This design comes from an exercise in tuning for small area and a short achievable clock period on the open sky130 flow, not from production work.
Function was checked by simulation only, so behaviour that the tests miss may differ from the original.
Power is estimated from default activity; no workload was simulated.

==> flow/design.v, too long to show whole: its modules and the start of the top module <==
// module speed_ramp: 2670 lines
// module multi_speed_ctrl: 123 lines
module multi_speed_ctrl
#(
    parameter int NUM_CH      = 6,
    parameter int GP_BITS     = 16,
    parameter int DEADBAND    = 4,
    parameter int RAMP_STEP   = 1000,
    parameter int WDOG_CYCLES = 3000
) (
    input  logic                        clk,
    input  logic                        rst_n,
    input  logic                        avail,
    input  logic [7:0]                  data,
    input  logic [32*NUM_CH-1:0]        max_spd,
    output logic [32*NUM_CH-1:0]        tgt_spd,
    output logic [GP_BITS-1:0]          gp_out,
    output logic [8*NUM_CH+GP_BITS-1:0] latched_data,
    output logic                        frame_ok,
    output logic                        frame_err,
    output logic                        timeout
);
  // ...
==> flow/run.sh <==
#!/bin/bash
# synth_recipe.tcl (not shown) runs the flow's synth.tcl, then flattens the netlist and writes it again
# the make line also repeats each setting of config.mk as NAME=value (left out here)
make -C /OpenROAD-flow-scripts/flow DESIGN_CONFIG=/design/flow/config.mk WORK_HOME=/design/flow/orfs CLKGATE_MAP_FILE= SYNTH_SCRIPT=/design/flow/synth_recipe.tcl finish
==> flow/config.mk <==
export PLATFORM = sky130hd
export DESIGN_NAME = multi_speed_ctrl
export DESIGN_NICKNAME = multi_speed_ctrl
export VERILOG_FILES = /design/flow/design.v
export SDC_FILE = /design/flow/constraint.sdc
export NUM_CORES = 4
export LEC_CHECK = 0
export ABC_AREA = 1
export CAP_MARGIN = 20
export CORE_MARGIN = 2
export CORE_UTILIZATION = 40
export SETUP_SLACK_MARGIN = 4.5
export SLEW_MARGIN = 20
==> flow/constraint.sdc <==
create_clock -name core_clock -period 8.5 [get_ports {clk}]
set_input_delay 1.7000 -clock core_clock [delete_from_list [all_inputs] [get_ports {clk}]]
set_output_delay 1.7000 -clock core_clock [all_outputs]
set_load 0.01 [all_outputs]
==> summary.txt, run 1 <==
Sw Share=45.1%; CP Depth=25; met3 GRT Util=4.56%; adder-cell share of the synthesized area=24.7%; drt drc=0; leakage=54.5 nW; register bit total from synthesis=733; CP Launch Type=flip-flop; post-route minimum period=4190 ps; TritonCTS Sinks=733; post-synthesis mux area share=0%; Hold-fix buffers, CTS=0; f_max=238 MHz; status=no timing/DRC/antenna violations; Final ANT Viol Nets=0; vias in the first global route=76800; clk pwr=4.68 mW; Pre-Repair DR Iteration Count=8; largest cells by area after synthesis=dfxtp_1 16%, fa_1 15%, inv_1 11%, xor2_1 10%, ha_1 9.6%; largest family of logic cells by synthesized area=adder cells; Fill cells=19700; setup violators final=0; Pwr Total=20.0 mW; switching power=9.01 mW; placed cell area=0.0894 mm^2; initial antenna violation count=17
==> inputs of run 2 (changes only) <==
--- a/flow/config.mk
+++ b/flow/config.mk
@@ -9,5 +9,4 @@
 export CAP_MARGIN = 20
 export CORE_MARGIN = 2
 export CORE_UTILIZATION = 40
-export SETUP_SLACK_MARGIN = 4.5
 export SLEW_MARGIN = 20
==> summary.txt, run 2 <==
status=no timing/DRC/antenna violations; routed len/inst=17.5 um; GP Congestion=0.930; Synth async-reset ratio=0%; Layout Area Growth over Synthesis=11.2%; CP Launch Type=flip-flop; Rows=167; share of the synthesized area in the top cell type=15.9%; most frequent cells in the layout=2415 x inv_1, 2016 x nand2_1, 961 x xor2_1; # port buffers=477; warnings from Yosys=2; Fin. Hold Viols=0; Worst path max stage delay=770 ps; CP Depth=22 (-12%); Tot GR Track Use=23.5%; fin. max-slew vios=0; detailed-route vias per instance=5.12; setup violators final=0 (unchanged); f_max=171 MHz (-28%); largest cells by area after synthesis=dfxtp_1 16%, fa_1 15%, inv_1 11%, xor2_1 10%, ha_1 9.6%; Post-synth EDFFs=68; Pre-Repair DR Iteration Count=6 (-2); worst slew pin tran=1150 ps; cell accounting for the most synthesized area=dfxtp_1; Clock Skews=40.1 ps; TritonCTS Sinks=733 (unchanged); met3 WL post-DR=16000 um; Crit-path slowest cell=nand2_1; clock tree buffer depth=3; Most Frequent Cell on Critical Path=nand2_1; Pwr Total=15.1 mW (-24%); power density over the cells=163 mW/mm^2; top routing layer used=met5; drt total wl=253000 um; core area=0.207 mm^2; worst IR drop on VDD=0.235 mV; CP Cell Sequence=inv_1 -> fa_1 -> inv_1 -> ha_1 -> fa_1 -> nand3_1 -> nand3_1 -> nand2_1 -> nand2_2 -> nand2_1 -> nand2_2 -> fa_1 -> xor2_1 -> nand4_1 -> nand3b_1 -> nor2_1 -> nand3_1 -> nand2_1 -> buf_4 -> nand2_1 -> o21ai_0 -> nor2_1; Layout Nets=13100; CP bufs+invs=3; Synth cell types=61; register bit total from synthesis=733 (unchanged); Mapped Area=0.0836 mm^2; Post-Layout Cell Count=14500; Setup WS pre-CTS=2640 ps; share of cells above drive strength 1=3.79%; sequential power share=26.5%; CTS Buf Count=99; sequential area share after synthesis=18.4%; Arr. time, crit path=6470 ps; largest registers=g_ch.u_ramp.c_q x192, g_ch.u_ramp.s_q x192, g_ch.u_ramp.tgt_q x192; top_reg_cell synth=dfxtp_1; Final ANT Viol Nets=0 (unchanged); via count=74100; Hold-fix buffers, CTS=0 (unchanged); drt drc=0 (unchanged); Detailed Place HPWL=200000 um; switching power=6.48 mW (-28%); final setup TNS=0 ps; Root Driver=clkbuf_16; remaining global-route overflow=0; vias in the first global route=73000 (-4.9%); crit path capture type=flip-flop; Clk Latency, worst-skew pair=750 ps; # IOs=478; syn nets=13000; leakage=49.2 nW (-9.7%); Clk network pwr share=29.8%; Register-to-Register Path Depth=22; Die W=461 um; Max H-tree Level=3; WS Path Type=flip-flop to flip-flop; DRT iter0 DRCs=5374; setup slack after layout=2660 ps; CTS tree=yes; Max-Cap Viols=0; wl on met1=108000 um; met2 routed WL=115000 um; Sw Share=42.9% (-2.2 points); Placed Instances=14300; Initial Utilization=40.3%; largest net degree at the start of global routing=67; Cells after Synth=11500; clk slew on worst S/H paths=60 ps; hold slack=449 ps; Post-CTS Resized=0; HP Class=flip-flop to flip-flop; period utilization=68.7%; RSZ-0062 raised after global routing=no; chip height=461 um; top-count cell post-synth=inv_1; Int Pwr=8.63 mW; initial antenna violation count=8 (-9); die area=0.213 mm^2; Slew HR=23.2%; most frequent cells after synthesis=2416 x inv_1, 2025 x nand2_1, 963 x xor2_1; Post-CTS Setup Bufs=0; worst path required time=9120 ps; Hold Path Depth=0; combinational share of power=43.7%; critical path peak fanout=21; post-route minimum period=5840 ps (+1650 ps); commonest non-fill, non-tap cell in the layout=inv_1; syn_area_per_cell=7.27 um^2; first-pass GRT wire length=399000 um; Top Family by Delay on Critical Path=simple AND/OR/NAND/NOR gates
run 2: changes by cell type in the layout (fill, tap and decap cells not counted), sizes merged, moves of 22 or more:
cell and delta:
clkdlybuf4s50 +80, clkbuf -45, nand2 -44, bufbuf -22, buf -357, dlygate4sd2 -45
run 2: kinds of logic (layout without fill, tap and decap cells):
kind of cell    after synthesis  count (layout)  share of synthesized area (%)
other cells                   0               5                              0
fa+ha+maj                  1273            1273                           24.7
flops                       733             733                           18.4
simple gates               3806            3806                           19.5
xor+xnor                   1062            1062                           11.2
buf+inv                    3020            3196                           14.9
compound gates             1605            1605                           11.3
run 2: worst paths after layout:
path	startpoint	end	slack [ps]
max	g_ch[2].u_ramp.c_q[0]$_DFF_P_	g_ch[2].u_ramp.tgt_q[1]$_SDFFE_PP0P_	2660
min	shift_q[57]$_DFFE_PP_	shift_q[61]$_DFFE_PP_	450
max reg2reg	g_ch[2].u_ramp.c_q[0]$_DFF_P_	g_ch[2].u_ramp.tgt_q[1]$_SDFFE_PP0P_	2660
min reg2reg	shift_q[57]$_DFFE_PP_	shift_q[61]$_DFFE_PP_	450
run 2: area by class of cell:
cell class | instances | area, um^2
fill | 20900 | 114000
multi-input combinational | 7746 | 56000
sequential | 733 | 15400
inverter | 2462 | 9240
timing repair buffer | 550 | 5450
tap | 2788 | 3490
clock buffer | 121 | 2740
clock inverter | 63 | 729
antenna | 5 | 12.5
run 2: stage by stage:
stage,area (um^2),util (%)
2_1_floorplan,83600,-
3_3_place_gp,89300,43.0
3_5_place_dp,89400,43.1
4_1_cts,92900,44.8
5_1_grt,93000,44.8
6_report,93000,44.8
run 2: metal layers:
layer	global-route usage (%)	up-vias
li1	-	36300
met1	30.0	35100
met2	38.3	2229
met4	11.9	8
met5	0	-
met3	3.58	439
run 2: worst register-to-register path, delay by kind of cell, from the launching register on:
family	cells	cell delay, ps
flip-flops	1	310
adder cells (fa/ha/maj)	4	1540
AND/OR/NAND/NOR	13	2980
AO/OA/AOI/OAI	1	200
buffers and inverters	3	510
XOR/XNOR	1	170
run 2: power groups by stage:
stage	clock network [mW]	logic [mW]	registers, mW
2_1_floorplan	0	5.06	3.95
6_report	4.51	6.60	4.01
4_1_cts	4.64	6.57	4.01
3_3_place_gp	0	6.44	4.07
5_1_grt	4.77	7.45	4.04
3_5_place_dp	0	6.54	4.08
==> inputs of run 3 (changes only) <==
--- a/flow/config.mk
+++ b/flow/config.mk
@@ -5,7 +5,6 @@
 export SDC_FILE = /design/flow/constraint.sdc
 export NUM_CORES = 4
 export LEC_CHECK = 0
-export ABC_AREA = 1
 export CAP_MARGIN = 20
 export CORE_MARGIN = 2
 export CORE_UTILIZATION = 40
==> summary.txt, run 3 <==
Fin. Hold Viols=0 (unchanged); Rows=169 (+1.2%); CP Launch Type=flip-flop; TritonCTS Sinks=733 (unchanged); status=no timing/DRC/antenna violations; crit path launch=g_ch[1].u_ramp.tgt_q[4]$_SDFF_PP0_; register bit total from synthesis=733 (unchanged); CP bufs+invs=3 (unchanged); critical hold path startpoint=shift_q[26]$_DFFE_PP_; Slew HR=27.2% (+4.0 points); die area=0.218 mm^2 (+2.3%); Hold-fix buffers, CTS=0 (unchanged); Post-CTS Setup Bufs=0 (unchanged); hold slack=446 ps (-3.22 ps); Setup WS pre-CTS=990 ps (-1650 ps); # IOs=478 (unchanged); clock tree buffer depth=3 (unchanged); final setup TNS=0 ps (unchanged); chip height=467 um (+1.2%); worst IR drop on VDD=0.370 mV (+57%); Hold Path Depth=0 (unchanged); Hold EP=shift_q[30]$_DFFE_PP_; Root Driver=clkbuf_16; first-pass GRT wire length=429000 um (+7.5%); largest registers=g_ch.u_ramp.c_q x192, g_ch.u_ramp.s_q x192, g_ch.u_ramp.tgt_q x192; vias in the first global route=73500 (+0.73%); critical path peak fanout=45 (+110%); drt drc=0 (unchanged); Arr. time, crit path=8130 ps (+1660 ps); leakage=40.4 nW (-18%); Post-synth EDFFs=68 (unchanged); Register-to-Register Path Depth=22 (unchanged); sequential area share after synthesis=17.9% (-0.42 points); Worst path max stage delay=640 ps (-130 ps); placed cell area=0.0910 mm^2 (+1.8%); CP Depth=22 (unchanged); most frequent cells in the layout=1357 x inv_1, 972 x nor2_1, 747 x nand2_1; WS Path Type=flip-flop to flip-flop; fin. max-slew vios=0 (unchanged); Post-CTS Resized=0 (unchanged); Final ANT Viol Nets=0 (unchanged); Layout Nets=12000 (-8.5%); cell area after layout=0.0944 mm^2 (+1.5%); Max-Cap Viols=0 (unchanged); # port buffers=477 (unchanged); cell accounting for the most synthesized area=dfxtp_1; CTS Buf Count=93 (-6.1%); syn_area_per_cell=7.98 um^2 (+9.8%); Top Family by Delay on Critical Path=compound AO/OA/AOI/OAI gates; RSZ-0062 raised after global routing=no; CTS tree=yes; Pwr Total=18.3 mW (+21%); via count=76100 (+2.8%); Synth cell types=92 (+51%); syn nets=12200 (-6.0%); clk slew on worst S/H paths=60 ps (about the same); Layout Area Growth over Synthesis=10.3%; crit path capture type=flip-flop; top-count cell post-synth=inv_1; Initial Utilization=40.3% (about the same); top_reg_cell synth=dfxtp_1; setup slack after layout=983 ps (-1670 ps); warnings from Yosys=2 (unchanged); Most Frequent Cell on Critical Path=a2111oi_0; detailed-route vias per instance=5.68 (+11%); HP Class=flip-flop to flip-flop; Worst R2R Setup Slack=980 ps (-1670 ps); f_max=133 MHz (-22%); remaining global-route overflow=0 (unchanged); Clock Skews=58.9 ps (+18.7 ps); Tot GR Track Use=24.6% (+1.2 points); post-route minimum period=7520 ps (+1670 ps); DRT iter0 DRCs=6292 (+17%); largest cells by area after synthesis=dfxtp_1 16%, fa_1 15%, ha_1 9.4%, inv_1 6.0%, xnor2_1 4.7%; Pre-Repair DR Iteration Count=7 (+1); routed len/inst=20.6 um (+18%); commonest non-fill, non-tap cell in the layout=inv_1; Detailed Place HPWL=211000 um (+5.6%); worst path required time=9110 ps (about the same); GP Congestion=0.929 (about the same); worst r2r src=g_ch[1].u_ramp.tgt_q[4]$_SDFF_PP0_; Clk Latency, worst-skew pair=770 ps (+20 ps); Synth async-reset ratio=0% (unchanged); initial antenna violation count=25 (+17); power density over the cells=193 mW/mm^2 (+19%); share of cells above drive strength 1=5.48% (+1.7 points); most frequent cells after synthesis=1360 x inv_1, 1009 x nor2_1, 747 x nand2_1; worst slew pin tran=1090 ps (-59.7 ps); Mapped Area=0.0856 mm^2 (+2.3%); CP Cell Sequence=inv_1 -> fa_1 -> ha_1 -> a2111oi_0 -> o21a_1 -> o31ai_1 -> a211o_1 -> o21a_1 -> fa_1 -> xor2_1 -> a2111oi_0 -> o2111ai_1 -> a2111oi_0 -> or4b_2 -> nor4_1 -> o211ai_1 -> nor2b_2 -> buf_4 -> nor2_1 -> buf_4 -> o21ai_0 -> nor3b_1; drt total wl=276000 um (+9.1%); largest net degree at the start of global routing=66 (-1.5%); core area=0.212 mm^2 (+2.3%); Crit-path slowest cell=or4b_2; Max H-tree Level=3 (unchanged); share of the synthesized area in the top cell type=15.6% (-0.36 points); Cells after Synth=10700 (-6.8%); Die W=467 um (+1.2%); period utilization=88.4% (+20 points); setup violators final=0 (unchanged); RR Endpoint=g_ch[1].u_ramp.tgt_q[28]$_SDFF_PP0_
==> run 3: cell types whose count changed after synthesis, sizes merged, moves of 116 or more <==
| cell | change |
|---|---|
| a22oi | +515 |
| o22ai | -678 |
| o21ai | +213 |
| buf | -129 |
| nand2 | -1309 |
| clkbuf | +507 |
| inv | -1090 |
| nand3 | -705 |
| nor2 | +405 |
| a221o | +116 |
| xnor2 | +359 |
| a21oi | +190 |
| mux2i | +260 |
| xor2 | -741 |
==> run 3: cell families after synthesis <==
| family | share of synthesized area [%] |
|---|---|
| muxes | 4.49 |
| xor gates and xnor gates | 6.96 |
| AOI/OAI and AO/OA | 21.3 |
| DFF | 17.9 |
| and+or+nand+nor | 14.2 |
| adders and majority gates | 24.2 |
| buffers and inverters | 11.0 |
==> run 3: layout make-up <==
type	count	area (um^2)
fillers	20900	118000
multi-input cells	7684	61300
flip-flops and latches	733	15400
repair buffers	604	5760
inverters	1366	5130
well taps	2821	3530
clock buffers	127	2690
clock inverters	46	611
diodes	13	32.5
==> run 3: stage by stage <==
stage,instances,util [%]
2_1_floorplan,10700,-
3_3_place_gp,13200,42.9
3_5_place_dp,13200,42.9
4_1_cts,13400,44.4
5_1_grt,13400,44.5
6_report,13400,44.5
==> run 3: worst max-delay path by stage <==
stage,endpoint,slack (ps)
3_3_place_gp,g_ch[1].u_ramp.tgt_q[28]$_SDFF_PP0_,1160
4_1_cts,g_ch[1].u_ramp.tgt_q[28]$_SDFF_PP0_,980
5_1_grt,g_ch[1].u_ramp.tgt_q[28]$_SDFF_PP0_,530
6_report,g_ch[1].u_ramp.tgt_q[28]$_SDFF_PP0_,980
2_1_floorplan,g_ch[1].u_ramp.tgt_q[14]$_SDFF_PP0_,2550
3_5_place_dp,g_ch[1].u_ramp.tgt_q[28]$_SDFF_PP0_,990
==> run 3: power by group <==
part	switching, mW	internal [mW]	leakage [nW]	total (mW)
registers	0.632	3.76	5.99	4.39
logic	5.85	3.75	32.8	9.60
clock network	1.79	2.49	1.59	4.27
==> run 3: worst register-to-register path: stages (launching register included) <==
cell and delay (ps):
dfxtp_1 490, inv_1 170, fa_1 560, ha_1 250, a2111oi_0 400, o21a_1 270, o31ai_1 230, a211o_1 390
o21a_1 130, fa_1 370, xor2_1 170, a2111oi_0 450, o2111ai_1 180, a2111oi_0 490, or4b_2 650, nor4_1 280
o211ai_1 170, nor2b_2 180, buf_4 300, nor2_1 610, buf_4 360, o21ai_0 120, nor3b_1 150
==> run 3: routing by layer <==
| metal | vias up | global-route usage (%) | part of all wire [%] |
|---|---|---|---|
| met2 | 2701 | 39.8 | 46 |
| met1 | 36800 | 32.3 | 43 |
| met4 | 18 | 10.9 | 4.7 |
| met5 | - | 0 | 0.041 |
| met3 | 484 | 4.15 | 6.6 |
| li1 | 36100 | - | - |
==> inputs of run 4 (changes only) <==
--- a/flow/config.mk
+++ b/flow/config.mk
@@ -5,7 +5,9 @@
 export SDC_FILE = /design/flow/constraint.sdc
 export NUM_CORES = 4
 export LEC_CHECK = 0
+export ABC_AREA = 1
 export CAP_MARGIN = 20
 export CORE_MARGIN = 2
 export CORE_UTILIZATION = 40
+export SETUP_SLACK_MARGIN = 3
 export SLEW_MARGIN = 20
==> summary.txt, run 4 <==
status=no timing/DRC/antenna violations; fin. max-slew vios=0 (unchanged); CTS tree=yes; CP bufs+invs=2 (-1); first-pass GRT wire length=401000 um (-6.7%); Arr. time, crit path=5780 ps (-2350 ps); Layout Nets=13100 (+9.4%); leakage=49.2 nW (+22%); # port buffers=477 (unchanged); f_max=194 MHz (+46%); post-route minimum period=5140 ps (-2370 ps); Most Frequent Cell on Critical Path=nand3_1; Slew HR=24.1% (-3.1 points); initial antenna violation count=5 (-80%); core area=0.207 mm^2 (-2.3%); warnings from Yosys=2 (unchanged); Detailed Place HPWL=202000 um (-4.5%); CTS Buf Count=98 (+5.4%); clock tree buffer depth=3 (unchanged); detailed-route vias per instance=5.10 (-10%); Initial Utilization=40.3% (about the same); CP Cell Sequence=fa_1 -> inv_1 -> ha_1 -> fa_1 -> nand3_1 -> nand3_1 -> nand2_1 -> nand2_2 -> nand2_2 -> nand2_2 -> fa_1 -> xor2_1 -> nand3_1 -> nor2_1 -> nand2_1 -> nor2_1 -> nand2_1 -> nor2_1 -> nand3_1 -> nand3_1 -> nand3_1 -> nand3_1 -> inv_1; share of the synthesized area in the top cell type=15.9% (+0.36 points); largest net degree at the start of global routing=70 (+6.1%); period utilization=60.5% (-28 points); Max-Cap Viols=0 (unchanged); worst slew pin tran=1140 ps (+49.0 ps); Final ANT Viol Nets=0 (unchanged); Tot GR Track Use=23.6% (-1.0 points); Clk Latency, worst-skew pair=740 ps (-30 ps); cell area after layout=0.0930 mm^2 (-1.4%); WS Path Type=flip-flop to flip-flop; Worst path max stage delay=750 ps (+110 ps); Root Driver=clkbuf_16; Pre-Repair DR Iteration Count=6 (-1); largest cells by area after synthesis=dfxtp_1 16%, fa_1 15%, inv_1 11%, xor2_1 10%, ha_1 9.6%; worst path required time=9140 ps (+30 ps); Rows=167 (-1.2%); clk slew on worst S/H paths=70 ps (about the same); Synth cell types=61 (-34%); Fill cells=20800 (-0.37%); die area=0.213 mm^2 (-2.3%); Top Family by Delay on Critical Path=simple AND/OR/NAND/NOR gates; drt total wl=256000 um (-7.3%); vias in the first global route=72500 (-1.4%); Crit-path slowest cell=nand3_1; Mapped Area=0.0836 mm^2 (-2.3%); CP Launch Type=flip-flop; crit path capture type=flip-flop; commonest non-fill, non-tap cell in the layout=inv_1; largest registers=g_ch.u_ramp.c_q x192, g_ch.u_ramp.s_q x192, g_ch.u_ramp.tgt_q x192; GP Congestion=0.942 (+1.5%); DRT iter0 DRCs=5391 (-14%); utilization after layout=44.8% (+0.38 points); power density over the cells=161 mW/mm^2 (-17%); Fin. Hold Viols=0 (unchanged); most frequent cells after synthesis=2416 x inv_1, 2025 x nand2_1, 963 x xor2_1; Max H-tree Level=3 (unchanged); remaining global-route overflow=0 (unchanged); setup violators final=0 (unchanged); placed cell area=0.0895 mm^2 (-1.7%); via count=73900 (-3.0%); sequential area share after synthesis=18.4% (+0.42 points); Die W=461 um (-1.1%); Cells after Synth=11500 (+7.3%); chip height=461 um (-1.1%); critical path peak fanout=21 (-53%); Layout Area Growth over Synthesis=11.3%; TritonCTS Sinks=733 (unchanged); RSZ-0062 raised after global routing=yes; top-count cell post-synth=inv_1; HP Class=flip-flop to flip-flop; worst IR drop on VDD=0.193 mV (-48%); routed len/inst=17.7 um (-14%); share of cells above drive strength 1=3.83% (-1.7 points); syn_area_per_cell=7.27 um^2 (-8.9%); Post-synth EDFFs=68 (unchanged); syn nets=13000 (+6.4%); Synth async-reset ratio=0% (unchanged); drt drc=0 (unchanged); final setup TNS=0 ps (unchanged); register bit total from synthesis=733 (unchanged); cell accounting for the most synthesized area=dfxtp_1; Clock Skews=29.9 ps (-29.0 ps); top_reg_cell synth=dfxtp_1; most frequent cells in the layout=2414 x inv_1, 2012 x nand2_1, 961 x xor2_1; # IOs=478 (unchanged)
## run 4: changes by cell type after synthesis, sizes merged, moves of 213 or more
| cell | before | now |
|---|---|---|
| xnor2 | 456 | 97 |
| xor2 | 224 | 965 |
| nand2 | 747 | 2056 |
| o21ai | 458 | 245 |
| a22oi | 515 | 0 |
| clkbuf | 670 | 163 |
| mux2i | 260 | 0 |
| o22ai | 54 | 732 |
| nand3 | 147 | 852 |
| inv | 1361 | 2451 |
| nor2 | 1009 | 604 |
## run 4: repair_timing
item | CTS | global route
buffers inserted | 1 | 5
resized for setup | 4 | 11
setup endpoints to repair | 66 | 150
hold buffers | 0 | 0
pin swaps | 0 | 1
## run 4: kinds of logic (layout without fill, tap and decap cells)
kind of cell,Yosys count,count (layout),synth area share [%]
AND/OR/NAND/NOR,3806,3806,19.5
buffers and inverters,3020,3204,14.9
AO/OA/AOI/OAI,1605,1605,11.3
adder cells (fa/ha/maj),1273,1273,24.7
XOR/XNOR,1062,1062,11.2
flip-flops,733,733,18.4
other,0,2,0
## run 4: through the flow
step | cells | hold WS (ps) | total power, mW | setup WS [ps]
after CTS | 14500 | 439 | 15.1 | 3020
after floorplan | 11500 | 427 | 9.01 | 3900
after global routing | 14500 | 440 | 16.1 | 2930
after global placement | 14300 | 431 | 10.5 | 2340
after detailed placement | 14300 | 436 | 10.6 | 2790
final | 14500 | 439 | 15.0 | 3360
## run 4: final cells by class
type                            instances  area [um^2]  area share (%)
Antenna cell                            2         5.00         0.00538
Clock buffer                          140         2850            3.06
Clock inverter                         40          490           0.527
Inverter                             2462         9250            9.94
Multi-Input combinational cell       7746        56100            60.3
Sequential cell                       733        15400            16.5
Tap cell                             2788         3490            3.75
Timing Repair Buffer                  562         5540            5.96
## run 4: final timing paths
| check | slack, ps | startpoint | depth (start not counted) | to |
|---|---|---|---|---|
| hold / removal | 440 | shift_q[3]$_DFFE_PP_ | 0 | shift_q[7]$_DFFE_PP_ |
| hold reg to reg | 440 | shift_q[3]$_DFFE_PP_ | 0 | shift_q[7]$_DFFE_PP_ |
| setup / recovery | 3360 | g_ch[4].u_ramp.tgt_q[0]$_SDFFE_PP0P_ | 23 | g_ch[4].u_ramp.tgt_q[15]$_SDFF_PP0_ |
| setup reg to reg | 3360 | g_ch[4].u_ramp.tgt_q[0]$_SDFFE_PP0P_ | 23 | g_ch[4].u_ramp.tgt_q[15]$_SDFF_PP0_ |
## run 4: power by group
part / switching, mW / internal (mW)
sequential: 0.365 / 3.66
combinational: 4.32 / 2.27
clock: 1.78 / 2.60
total: 6.47 / 8.53
## run 4: per-layer routing
metal,track usage (%),routed length [um],vias up
met3,3.25,15100,458
met4,11.3,13000,2
met2,39.0,117000,2211
met5,0,13,-
met1,30.3,110000,34800
li1,-,-,36400
## run 4: worst reg2reg max path, delay by kind of cell (launching register included)
| kind | cells | cell delay (ps) |
|---|---|---|
| buffers and inverters | 2 | 90 |
| and+or+nand+nor | 16 | 2800 |
| DFF | 1 | 340 |
| xor gates and xnor gates | 1 | 200 |
| adders and majority gates | 4 | 1600 |

==> static timing again, ports no longer ideal <==
No port has a modelled driver above. Below, the same layouts with a new extraction and two added sets of constraints. Step 1, drivers: a clkbuf_16 drives clk and a buf_2 each remaining input, both assumed. Step 2 adds t to the input delays and takes it off the output delays; t is the mean of the earliest and latest rising clock arrival at the registers after step 1. Input paths then give back, and output paths get back, about the clock's delay inside the block. Three values: ideal ports, drivers, drivers and shift; two values: the first two.
run | t (ns) | slack for setup (ns) | worst slew at a driven data input, ns
run 1 | 0.845 | 4.306 / 4.306 / 3.846 | 0.18
run 2 | 0.809 | 2.657 / 2.657 / 2.657 | 0.15
run 3 | 0.825 | 0.983 / 0.983 / 0.983 | 0.17
run 4 | 0.812 | 3.356 / 3.291 / 3.356 | 0.14
After both steps setup and hold are still met in every run listed. For run 1, which loses most, drivers alone change the setup slack by 0.000 ns; drivers and shift together by -0.460 ns.
